Background: an optimization exercise with open tools, aiming at small area. Do not read the settings as production practice. Function was checked by simulation only, so behaviour that the tests miss may differ from the original. Power and IR drop assume default switching activity.

==> run R <==
Design dmem_sync, start of the top module:
module dmem_sync #(
   parameter int DW    = dmem_pkg::DMEM_DW,
   parameter int AW    = dmem_pkg::DMEM_AW,
   parameter int DEPTH = 200
) (
   input  logic          clk,
   input  logic          rst_n,
   input  logic          req_valid,
   output logic          req_ready,
   input  logic          req_we,
   input  logic [AW-1:0] req_addr,
   input  logic [DW-1:0] req_wdata,
   output logic          rsp_valid,
   output logic [DW-1:0] rsp_rdata,
   output logic          rsp_err,
   output logic          init_done
);
==> module dmem_array, before the edit <==
module dmem_array #(
   parameter int DW    = 8,
   parameter int AW    = 8,
   parameter int DEPTH = 256
) (
   input  logic          clk,
   input  logic          rst_n,
   input  logic          we_i,
   input  logic [AW-1:0] waddr_i,
   input  logic [DW-1:0] wdata_i,
   input  logic          re_i,
   input  logic          rzero_i,
   input  logic [AW-1:0] raddr_i,
   output logic [DW-1:0] rdata_o
);
   logic [DW-1:0] mem [0:DEPTH-1];
   logic [DW-1:0] rdata_q;
   always_ff @(posedge clk) begin
      if (we_i) begin
         mem[waddr_i] <= wdata_i;
      end
   end
   always_ff @(posedge clk or negedge rst_n) begin
      if (!rst_n) begin
         rdata_q <= '0;
      end else if (re_i) begin
         rdata_q <= rzero_i ? '0 : mem[raddr_i];
      end
   end
   assign rdata_o = rdata_q;
endmodule
==> module dmem_sync, before the edit <==
module dmem_sync #(
   parameter int DW    = dmem_pkg::DMEM_DW,
   parameter int AW    = dmem_pkg::DMEM_AW,
   parameter int DEPTH = 200
) (
   input  logic          clk,
   input  logic          rst_n,
   input  logic          req_valid,
   output logic          req_ready,
   input  logic          req_we,
   input  logic [AW-1:0] req_addr,
   input  logic [DW-1:0] req_wdata,
   output logic          rsp_valid,
   output logic [DW-1:0] rsp_rdata,
   output logic          rsp_err,
   output logic          init_done
);
   localparam logic [AW:0] DEPTH_W = (AW + 1)'(DEPTH);
   dmem_pkg::dmem_state_e   state_q, state_d;
   logic          accept;
   logic          in_range;
   logic          rsp_valid_q, rsp_valid_d;
   logic          rsp_err_q, rsp_err_d;
   logic          mem_we;
   logic [AW-1:0] mem_waddr;
   logic [DW-1:0] mem_wdata;
   assign req_ready = (state_q == dmem_pkg::RUN);
   assign init_done = (state_q == dmem_pkg::RUN);
   assign accept    = req_valid && req_ready;
   assign in_range  = ({1'b0, req_addr} < DEPTH_W);
   logic [AW-1:0] clr_ptr_q, clr_ptr_d;
   logic          clr_last;
   assign clr_last = ({1'b0, clr_ptr_q} == (DEPTH_W - 1'b1));
   always_comb begin
      state_d   = state_q;
      mem_we    = accept && req_we && in_range;
      mem_waddr = req_addr;
      mem_wdata = req_wdata;
      clr_ptr_d = clr_ptr_q;
      case (state_q)
         dmem_pkg::CLEAR: begin
            mem_we    = 1'b1;
            mem_waddr = clr_ptr_q;
            mem_wdata = '0;
            clr_ptr_d = clr_ptr_q + 1'b1;
            if (clr_last) begin
               state_d = dmem_pkg::RUN;
            end
         end
         dmem_pkg::RUN: begin
            state_d = dmem_pkg::RUN;
         end
         default: begin
            state_d = dmem_pkg::CLEAR;
         end
      endcase
   end
   assign rsp_valid_d = accept && !req_we;
   assign rsp_err_d   = accept && !in_range;
   always_ff @(posedge clk or negedge rst_n) begin
      if (!rst_n) begin
         state_q     <= dmem_pkg::CLEAR;
         rsp_valid_q <= 1'b0;
         rsp_err_q   <= 1'b0;
      end else begin
         state_q     <= state_d;
         rsp_valid_q <= rsp_valid_d;
         rsp_err_q   <= rsp_err_d;
      end
   end
   always_ff @(posedge clk or negedge rst_n) begin
      if (!rst_n) begin
         clr_ptr_q <= '0;
      end else begin
         clr_ptr_q <= clr_ptr_d;
      end
   end
   dmem_array #(
      .DW    (DW),
      .AW    (AW),
      .DEPTH (DEPTH)
   ) u_array (
      .clk     (clk),
      .rst_n   (rst_n),
      .we_i    (mem_we),
      .waddr_i (mem_waddr),
      .wdata_i (mem_wdata),
      .re_i    (rsp_valid_d),
      .rzero_i (!in_range),
      .raddr_i (req_addr),
      .rdata_o (rsp_rdata)
   );
   assign rsp_valid = rsp_valid_q;
   assign rsp_err   = rsp_err_q;
endmodule
clock: 6.0 ns
lec_check: 0
cap_margin: 20
core_margin: 2
core_utilization: 40
slew_margin: 20
run.sh (not shown) runs the stock make flow with config.mk's settings and CLKGATE_MAP_FILE= SYNTH_SCRIPT=/design/flow/synth_recipe.tcl, a recipe that flattens the netlist after the stock synthesis.
==> inputs of run Z, as changes to run R <==
==> flow/design.v (replaced) <==
package dmem_pkg;
   typedef enum logic {
      CLEAR = 1'b0,
      RUN   = 1'b1
   } dmem_state_e;
   localparam int DMEM_DW = 16;
   localparam int DMEM_AW = 8;
endpackage
module dmem_array #(
   parameter int DW    = 8,
   parameter int DEPTH = 256
) (
   input  logic             clk,
   input  logic [DEPTH-1:0] wr_i,
   input  logic [DEPTH-1:0] wr_n_i,
   input  logic [DW-1:0]    col_i,
   input  logic [DEPTH-1:0] rsel_i,
   output logic [DW-1:0]    rraw_o
);
   localparam int NLEAF = (DEPTH + 2) / 3;
   localparam int DPAD  = NLEAF * 3;
   logic [DEPTH*DW-1:0] st_q;
   logic [DEPTH*DW-1:0] st_d;
   logic [DPAD-1:0]     rsel_pad;
   logic [DPAD*DW-1:0]  st_pad;
   for (genvar w = 0; w < DEPTH; w++) begin : g_row
      for (genvar b = 0; b < DW; b++) begin : g_bit
         dmem_hold u_hold (
            .q_i    (st_q[w*DW+b]),
            .wr_i   (wr_i[w]),
            .wr_n_i (wr_n_i[w]),
            .col_i  (col_i[b]),
            .d_o    (st_d[w*DW+b])
         );
      end
   end
   always_ff @(posedge clk) begin
      st_q <= st_d;
   end
   assign rsel_pad = DPAD'(rsel_i);
   assign st_pad   = (DPAD*DW)'(st_q);
   for (genvar b = 0; b < DW; b++) begin : g_rcol
      logic [NLEAF-1:0] leaf_n;
      for (genvar l = 0; l < NLEAF; l++) begin : g_leaf
         dmem_rd3 u_rd3 (
            .d0_i  (st_pad[(3*l+0)*DW+b]),
            .d1_i  (st_pad[(3*l+1)*DW+b]),
            .d2_i  (st_pad[(3*l+2)*DW+b]),
            .s0_i  (rsel_pad[3*l+0]),
            .s1_i  (rsel_pad[3*l+1]),
            .s2_i  (rsel_pad[3*l+2]),
            .y_n_o (leaf_n[l])
         );
      end
      assign rraw_o[b] = ~&leaf_n;
   end
endmodule
module dmem_hold (
   input  logic q_i,
   input  logic wr_i,
   input  logic wr_n_i,
   input  logic col_i,
   output logic d_o
);
   assign d_o = ~((q_i | wr_i) & (wr_n_i | col_i));
endmodule
module dmem_rd3 (
   input  logic d0_i,
   input  logic d1_i,
   input  logic d2_i,
   input  logic s0_i,
   input  logic s1_i,
   input  logic s2_i,
   output logic y_n_o
);
   assign y_n_o = ~((d0_i & s0_i) | (d1_i & s1_i) | (d2_i & s2_i));
endmodule
module dmem_sync #(
   parameter int DW    = dmem_pkg::DMEM_DW,
   parameter int AW    = dmem_pkg::DMEM_AW,
   parameter int DEPTH = 200
) (
   input  logic          clk,
   input  logic          rst_n,
   input  logic          req_valid,
   output logic          req_ready,
   input  logic          req_we,
   input  logic [AW-1:0] req_addr,
   input  logic [DW-1:0] req_wdata,
   output logic          rsp_valid,
   output logic [DW-1:0] rsp_rdata,
   output logic          rsp_err,
   output logic          init_done
);
   localparam logic [AW:0] DEPTH_W = (AW + 1)'(DEPTH);
   dmem_pkg::dmem_state_e state_q, state_d;
   logic             accept;
   logic             in_range;
   logic             clearing;
   logic             phase_q;
   logic             rsp_valid_q;
   logic             rsp_err_q;
   logic [DW-1:0]    rdata_q;
   logic [DEPTH-1:0] row_hit;
   logic [DEPTH-1:0] wr;
   logic [DEPTH-1:0] wr_n;
   logic [DW-1:0]    col;
   logic [DW-1:0]    rraw;
   assign req_ready = (state_q == dmem_pkg::RUN);
   assign init_done = (state_q == dmem_pkg::RUN);
   assign accept    = req_valid && req_ready;
   assign in_range  = ({1'b0, req_addr} < DEPTH_W);
   logic [AW-1:0] clr_ptr_q;
   logic          clr_last;
   assign clearing = (state_q == dmem_pkg::CLEAR);
   assign clr_last = ({1'b0, clr_ptr_q} == (DEPTH_W - 1'b1));
   always_ff @(posedge clk or negedge rst_n) begin
      if (!rst_n) begin
         clr_ptr_q <= '0;
      end else if (clearing) begin
         clr_ptr_q <= clr_ptr_q + 1'b1;
      end
   end
   always_comb begin
      state_d = state_q;
      if (clearing && clr_last) begin
         state_d = dmem_pkg::RUN;
      end
   end
   always_ff @(posedge clk or negedge rst_n) begin
      if (!rst_n) begin
         phase_q <= 1'b0;
      end else begin
         phase_q <= ~phase_q;
      end
   end
   for (genvar w = 0; w < DEPTH; w++) begin : g_dec
      assign row_hit[w] = (req_addr == AW'(w));
      assign wr[w]      = clearing | (accept & req_we & row_hit[w]);
      assign wr_n[w]    = ~wr[w];
   end
   assign col = (clearing ? '0 : req_wdata) ^ {DW{phase_q}};
   dmem_array #(
      .DW    (DW),
      .DEPTH (DEPTH)
   ) u_array (
      .clk    (clk),
      .wr_i   (wr),
      .wr_n_i (wr_n),
      .col_i  (col),
      .rsel_i (row_hit),
      .rraw_o (rraw)
   );
   always_ff @(posedge clk or negedge rst_n) begin
      if (!rst_n) begin
         state_q     <= dmem_pkg::CLEAR;
         rsp_valid_q <= 1'b0;
         rsp_err_q   <= 1'b0;
         rdata_q     <= '0;
      end else begin
         state_q     <= state_d;
         rsp_valid_q <= accept && !req_we;
         rsp_err_q   <= accept && !in_range;
         if (accept && !req_we) begin
            rdata_q <= in_range ? (rraw ^ {DW{phase_q}}) : '0;
         end
      end
   end
   assign rsp_valid = rsp_valid_q;
   assign rsp_err   = rsp_err_q;
   assign rsp_rdata = rdata_q;
endmodule
- SYNTH_HIERARCHICAL: default -> 1
- SYNTH_MINIMUM_KEEP_SIZE: default -> 0
==> summary of the runs <==
- Run Z finished but fails on setup timing. Run R produced a clean layout.
- Between run R and run Z, the lower sequential power is in run Z (gap about 14%, measured against run Z).
- Non-clock buffer count: run R is lower than run Z (58).
- Against run R, the flip-flop and latch count of run Z is higher by 1.
- Against run Z, the utilization of run R is lower by 2.1 points.
- Between run R and run Z, the lower sequential share of layout area is in run Z (gap 16 points).
- Between run R and run Z, the lower clock power is in run R (gap about 10%, measured against run Z).
- Between run R and run Z, the lower total power is in run Z (gap about 3.3%, measured against run Z).
- In run Z the first-iteration DRC count is larger than in run R, by 85%.
==> figures <==
	run R	run Z
Initial antenna violation count	18	26
Actual slew at the worst max-slew pin	1.26 ns	1.35 ns
Sequential area share after synthesis	77.9%	62.9%
Adder-cell share of the synthesized area	0.0101%	0.0121%
Share of the final layout cell area in multi-input gates	18.1%	30.9%
Last element of the critical path	u_array.rdata_q[5]$_DFFE_PN0P_	rdata_q[1]$_DFFE_PN0P_
Count of nets after finishing	6223	9604
Crit share post-route	79.5%	104%
Met1 capacity usage during global routing	32.1%	40.6%
Time the final worst path needs with I/O delays and setup	4.77 ns	6.23 ns
Worst-Skew Late Latency	0.88 ns	0.98 ns
Global-route track usage on met3	5.03%	7.44%
Die width	561 µm	511 µm
Total routed wire length on the met1 layer	144000 µm	166000 µm
Basic-gate share of the synthesized area counting and, or, nand and nor cells	2.03%	3.60%
Outcome	no timing/DRC/antenna violations	complete, but fails checks
Layout check failures	-	setup timing
Area of all sequential standard cells	0.0968 mm²	0.0648 mm²
Final sequential cell count	3227	3228

[what the ideal ports hide]
Ports are ideal in the flow. The routed layouts listed here were re-timed in OpenROAD.
Step 1 (the two cells are an assumption about what drives the block):
set clk [get_ports {clk}]
set_driving_cell -lib_cell sky130_fd_sc_hd__clkbuf_16 $clk
set_driving_cell -lib_cell sky130_fd_sc_hd__buf_2 [delete_from_list [all_inputs] $clk]
Step 2 also shifts input and output timing later by t, the mid clock arrival at the registers, as if the neighbouring blocks saw the same clock.
Slacks: ideal / step 1 / step 2; pairs: ideal / step 1.
run	t, ns	setup slack, ns	worst setup path after step 2	worst register clock-pin slew, ns
run R	0.951	1.229 / 1.234 / 0.283	input to register	0.07 / 0.07
run Z	1.046	-0.229 / -0.154 / -1.200	input to register	0.07 / 0.07
The setup slack of run Z, which loses most, moves by +0.075 ns with the drivers and by -0.971 ns with both steps.
